Source: an optimization exercise on an open RTL-to-GDS flow (aim: small area and a short achievable clock period). Production flows keep margins and buffers that such runs may drop.
At most, simulation tests tie the RTL to the original design; equivalence was not proved.
Power is estimated from default activity; no workload was simulated.

==> inputs of run a <==
// multi_speed_ctrl
module multi_speed_ctrl
#(
    parameter int NUM_CH      = 6,
    parameter int GP_BITS     = 16,
    parameter int DEADBAND    = 4,
    parameter int RAMP_STEP   = 1000,
    parameter int WDOG_CYCLES = 3000
) (
    input  logic                        clk,
    input  logic                        rst_n,
    input  logic                        avail,
    input  logic [7:0]                  data,
    input  logic [32*NUM_CH-1:0]        max_spd,
    output logic [32*NUM_CH-1:0]        tgt_spd,
    output logic [GP_BITS-1:0]          gp_out,
    output logic [8*NUM_CH+GP_BITS-1:0] latched_data,
    output logic                        frame_ok,
    output logic                        frame_err,
    output logic                        timeout
);
    localparam logic [1:0] IDLE    = 2'd0;
    localparam logic [1:0] PAYLOAD = 2'd1;
    localparam logic [1:0] CLOSE   = 2'd2;
    logic [1:0]  state_q, state_d;
    logic [3:0]  nibCnt_q, nibCnt_d;
    logic [63:0] shift_q;
    logic        shiftEn;
    logic [63:0] latched_q;      
    logic        frameOk_q, frameOk_d;
    logic        frameErr_q, frameErr_d;
    logic        rstd_q;         
  ...
Settings: LEC_CHECK=0, ABC_AREA=1, CAP_MARGIN=5, CORE_MARGIN=2, CORE_UTILIZATION=40, CTS_BUF_LIST=sky130_fd_sc_hd__clkbuf_4 sky130_fd_sc_hd__clkbuf_8, PLACE_DENSITY=0.8, SETUP_SLACK_MARGIN=4.5, SLEW_MARGIN=5, SYNTH_HIERARCHICAL=1, SYNTH_MINIMUM_KEEP_SIZE=0; clock period 8.5 ns.
standard.sh (not shown) runs the stock make flow with config.mk's settings and CLKGATE_MAP_FILE= SYNTH_SCRIPT=/design/flow/synth_recipe.tcl, a recipe that flattens the netlist after the stock synthesis.
==> flow/flow/run.sh <==
#!/bin/bash
set -o pipefail
export BUFFER_PORTS_ARGS="-buffer_cell sky130_fd_sc_hd__buf_2"
bash standard.sh > standard.log 2>&1
==> run b (differences from run a) <==
--- a/flow/design.v
+++ b/flow/design.v
@@ -21,28 +21,17 @@
             r = c + 8'd4;
         end else begin
             r = 8'd0;
         end
         deadband = r;
     endfunction
-    function automatic logic [11:0] boothEnc(input logic [7:0] m);
-        logic [3:0] one, two, neg;
-        logic [8:0] x;
-        x = {m, 1'b0};
-        for (integer i = 0; i < 4; i = i + 1) begin
-            one[i] = x[2*i+1] ^ x[2*i];
-            two[i] = (x[2*i+2] & ~x[2*i+1] & ~x[2*i]) | (~x[2*i+2] & x[2*i+1] & x[2*i]);
-            neg[i] = x[2*i+2];
-        end
-        boothEnc = {neg, two, one};
-    endfunction
 endpackage
 module speed_ramp (
     input  logic        clk,
     input  logic        zero_i,      
-    input  logic [11:0] booth_i,     
+    input  logic [7:0]  mult_i,
     input  logic [31:0] max_spd_i,
     output logic [31:0] tgt_spd_o
 );
     logic [3:0]  one, two, neg;
     logic [32:0] pp0, pp1, pp2, pp3;
     logic [32:0] s_d, c_d, s_q, c_q;
@@ -1252,13 +1241,15 @@
     logic d1200;
     logic d1201;
     logic d1202;
     logic d1203;
     logic d1204;
     logic d1205;
-    assign {neg, two, one} = booth_i;
+    assign one[0] = mult_i[0] ^ 1'b0;
+    assign two[0] = (mult_i[1] & ~mult_i[0] & ~1'b0) | (~mult_i[1] & mult_i[0] & 1'b0);
+    assign neg[0] = mult_i[1];
     assign pp0[0] = ((one[0] & max_spd_i[0])) ^ neg[0];
     assign pp0[1] = ((one[0] & max_spd_i[1]) | (two[0] & max_spd_i[0])) ^ neg[0];
     assign pp0[2] = ((one[0] & max_spd_i[2]) | (two[0] & max_spd_i[1])) ^ neg[0];
     assign pp0[3] = ((one[0] & max_spd_i[3]) | (two[0] & max_spd_i[2])) ^ neg[0];
     assign pp0[4] = ((one[0] & max_spd_i[4]) | (two[0] & max_spd_i[3])) ^ neg[0];
     assign pp0[5] = ((one[0] & max_spd_i[5]) | (two[0] & max_spd_i[4])) ^ neg[0];
@@ -1286,12 +1277,15 @@
     assign pp0[27] = ((one[0] & max_spd_i[27]) | (two[0] & max_spd_i[26])) ^ neg[0];
     assign pp0[28] = ((one[0] & max_spd_i[28]) | (two[0] & max_spd_i[27])) ^ neg[0];
     assign pp0[29] = ((one[0] & max_spd_i[29]) | (two[0] & max_spd_i[28])) ^ neg[0];
     assign pp0[30] = ((one[0] & max_spd_i[30]) | (two[0] & max_spd_i[29])) ^ neg[0];
     assign pp0[31] = ((one[0] & max_spd_i[31]) | (two[0] & max_spd_i[30])) ^ neg[0];
     assign pp0[32] = ((one[0] & max_spd_i[31]) | (two[0] & max_spd_i[31])) ^ neg[0];
+    assign one[1] = mult_i[2] ^ mult_i[1];
+    assign two[1] = (mult_i[3] & ~mult_i[2] & ~mult_i[1]) | (~mult_i[3] & mult_i[2] & mult_i[1]);
+    assign neg[1] = mult_i[3];
     assign pp1[0] = ((one[1] & max_spd_i[0])) ^ neg[1];
     assign pp1[1] = ((one[1] & max_spd_i[1]) | (two[1] & max_spd_i[0])) ^ neg[1];
     assign pp1[2] = ((one[1] & max_spd_i[2]) | (two[1] & max_spd_i[1])) ^ neg[1];
     assign pp1[3] = ((one[1] & max_spd_i[3]) | (two[1] & max_spd_i[2])) ^ neg[1];
     assign pp1[4] = ((one[1] & max_spd_i[4]) | (two[1] & max_spd_i[3])) ^ neg[1];
     assign pp1[5] = ((one[1] & max_spd_i[5]) | (two[1] & max_spd_i[4])) ^ neg[1];
@@ -1319,12 +1313,15 @@
     assign pp1[27] = ((one[1] & max_spd_i[27]) | (two[1] & max_spd_i[26])) ^ neg[1];
     assign pp1[28] = ((one[1] & max_spd_i[28]) | (two[1] & max_spd_i[27])) ^ neg[1];
     assign pp1[29] = ((one[1] & max_spd_i[29]) | (two[1] & max_spd_i[28])) ^ neg[1];
     assign pp1[30] = ((one[1] & max_spd_i[30]) | (two[1] & max_spd_i[29])) ^ neg[1];
     assign pp1[31] = ((one[1] & max_spd_i[31]) | (two[1] & max_spd_i[30])) ^ neg[1];
     assign pp1[32] = ((one[1] & max_spd_i[31]) | (two[1] & max_spd_i[31])) ^ neg[1];
+    assign one[2] = mult_i[4] ^ mult_i[3];
+    assign two[2] = (mult_i[5] & ~mult_i[4] & ~mult_i[3]) | (~mult_i[5] & mult_i[4] & mult_i[3]);
+    assign neg[2] = mult_i[5];
     assign pp2[0] = ((one[2] & max_spd_i[0])) ^ neg[2];
     assign pp2[1] = ((one[2] & max_spd_i[1]) | (two[2] & max_spd_i[0])) ^ neg[2];
     assign pp2[2] = ((one[2] & max_spd_i[2]) | (two[2] & max_spd_i[1])) ^ neg[2];
     assign pp2[3] = ((one[2] & max_spd_i[3]) | (two[2] & max_spd_i[2])) ^ neg[2];
     assign pp2[4] = ((one[2] & max_spd_i[4]) | (two[2] & max_spd_i[3])) ^ neg[2];
     assign pp2[5] = ((one[2] & max_spd_i[5]) | (two[2] & max_spd_i[4])) ^ neg[2];
@@ -1352,12 +1349,15 @@
     assign pp2[27] = ((one[2] & max_spd_i[27]) | (two[2] & max_spd_i[26])) ^ neg[2];
     assign pp2[28] = ((one[2] & max_spd_i[28]) | (two[2] & max_spd_i[27])) ^ neg[2];
     assign pp2[29] = ((one[2] & max_spd_i[29]) | (two[2] & max_spd_i[28])) ^ neg[2];
     assign pp2[30] = ((one[2] & max_spd_i[30]) | (two[2] & max_spd_i[29])) ^ neg[2];
     assign pp2[31] = ((one[2] & max_spd_i[31]) | (two[2] & max_spd_i[30])) ^ neg[2];
     assign pp2[32] = ((one[2] & max_spd_i[31]) | (two[2] & max_spd_i[31])) ^ neg[2];
+    assign one[3] = mult_i[6] ^ mult_i[5];
+    assign two[3] = (mult_i[7] & ~mult_i[6] & ~mult_i[5]) | (~mult_i[7] & mult_i[6] & mult_i[5]);
+    assign neg[3] = mult_i[7];
     assign pp3[0] = ((one[3] & max_spd_i[0])) ^ neg[3];
     assign pp3[1] = ((one[3] & max_spd_i[1]) | (two[3] & max_spd_i[0])) ^ neg[3];
     assign pp3[2] = ((one[3] & max_spd_i[2]) | (two[3] & max_spd_i[1])) ^ neg[3];
     assign pp3[3] = ((one[3] & max_spd_i[3]) | (two[3] & max_spd_i[2])) ^ neg[3];
     assign pp3[4] = ((one[3] & max_spd_i[4]) | (two[3] & max_spd_i[3])) ^ neg[3];
     assign pp3[5] = ((one[3] & max_spd_i[5]) | (two[3] & max_spd_i[4])) ^ neg[3];
@@ -2539,22 +2539,21 @@
         end
     end
     assign clearMult = expire | timeout_q;
     logic tgtZero;
     assign tgtZero = !rst_n || rstd_q;
     for (genvar ch = 0; ch < NUM_CH; ch++) begin : g_ch
-        logic [11:0] booth_q;
+        logic [7:0] mult_q;
         always_ff @(posedge clk) begin
-            if (!rst_n || clearMult) booth_q <= 12'd0;
-            else booth_q <= multi_speed_ctrl_pkg::boothEnc(
-                                multi_speed_ctrl_pkg::deadband(latched_data[63-8*ch -: 8]));
+            if (!rst_n || clearMult) mult_q <= 8'd0;
+            else                     mult_q <= multi_speed_ctrl_pkg::deadband(latched_data[63-8*ch -: 8]);
         end
         speed_ramp u_ramp (
             .clk       (clk),
             .zero_i    (tgtZero),
-            .booth_i   (booth_q),
+            .mult_i    (mult_q),
             .max_spd_i (max_spd[32*ch +: 32]),
             .tgt_spd_o (tgt_spd[32*ch +: 32])
         );
     end
     assign gp_out       = latched_data[GP_BITS-1:0];
     assign frame_ok     = frameOk_q;
==> flow/run.sh (new file) <==
#!/bin/bash
# synth_recipe.tcl (not shown) runs the flow's synth.tcl, then flattens the netlist and writes it again
# the make line also repeats each setting of config.mk as NAME=value (left out here)
make -C /OpenROAD-flow-scripts/flow DESIGN_CONFIG=/design/flow/config.mk WORK_HOME=/design/flow/orfs CLKGATE_MAP_FILE= SYNTH_SCRIPT=/design/flow/synth_recipe.tcl finish
==> flow/config.mk (replaced) <==
export PLATFORM = sky130hd
export DESIGN_NAME = multi_speed_ctrl
export DESIGN_NICKNAME = multi_speed_ctrl
export VERILOG_FILES = /design/flow/design.v
export SDC_FILE = /design/flow/constraint.sdc
export NUM_CORES = 4
export LEC_CHECK = 0
export ABC_AREA = 1
export CAP_MARGIN = 20
export CORE_MARGIN = 2
export CORE_UTILIZATION = 40
export SETUP_SLACK_MARGIN = 4.5
export SLEW_MARGIN = 20
export SYNTH_HIERARCHICAL = 1
export SYNTH_MINIMUM_KEEP_SIZE = 0
removed: flow/flow/run.sh
removed: flow/standard.sh
==> notes <==
- Worst setup slack: run a is higher than run b (0.041 ns).
- Between run a and run b, the lower area after synthesis is in run b (gap 0.55%, measured against run b).
- In run a the worst hold slack is lower than in run b, by 0.010 ns.
- Against run b, the clock power of run a is smaller by 5.1%.
- Fmax: run b is smaller than run a (about 1%).
- Of run b and run a, run a has the higher total power (gap about 25%, measured against run a).
- Between run b and run a, the lower clock skew is in run b (gap 0.018 ns).
==> figures <==
item                                                             run b        run a
Result of the run                             timing/DRC/antenna clean  timing/DRC/antenna clean
Total wirelength of the detailed-routed design                  274 mm       252 mm
Die Y-Extent                                                    453 um       454 um
Multi-input logic area                                      0.0581 mm2   0.0583 mm2
Startpoint of the worst hold path                          shift_q[29]  shift_q[21]
Floorplan Core Area                                          0.200 mm2    0.202 mm2
Worst slew slack as a fraction of its limit                      0.257        0.199
Worst voltage drop across the vdd grid                          160 uV       322 uV
Final Total Pwr                                                18.7 mW      24.8 mW
Sequential Power Share                                           0.228        0.186
Post-CTS setup buffers                                              67           27
Met1 usage in global routing                                     0.321        0.282
Die outline area                                             0.205 mm2    0.206 mm2
Clock network power consumption                                4.74 mW      4.50 mW
Number of inverters outside the clock class in the layout        1,087          997
No functional check of the RTL was part of run a.

## re-timing with driven ports
Ports are ideal in the flow. The routed layouts listed here were re-timed in OpenROAD.
Step 1, drivers: a clkbuf_16 drives clk and a buf_2 each remaining input, both assumed.
Step 2 also shifts input and output timing later by t, the mid clock arrival at the registers, as if the neighbouring blocks saw the same clock.
Slacks: ideal ports / drivers / drivers and shift; pairs: ideal ports / drivers.
run | shift t [ns] | setup WS [ns] | worst hold slack (ns) | latest minus earliest clock arrival (ns) | worst register clock-pin slew, ns
run a | 0.988 | 4.519 / 4.435 / 4.128 | 0.429 / 0.429 / 0.429 | 0.100 / 0.099 | 0.07 / 0.07
run b | 0.822 | 4.478 / 4.395 / 3.721 | 0.439 / 0.439 / 0.439 | 0.051 / 0.051 | 0.07 / 0.07
After both steps every run listed still meets setup and hold. The setup slack of run b, which loses most, moves by -0.083 ns with the drivers and by -0.757 ns with both steps.
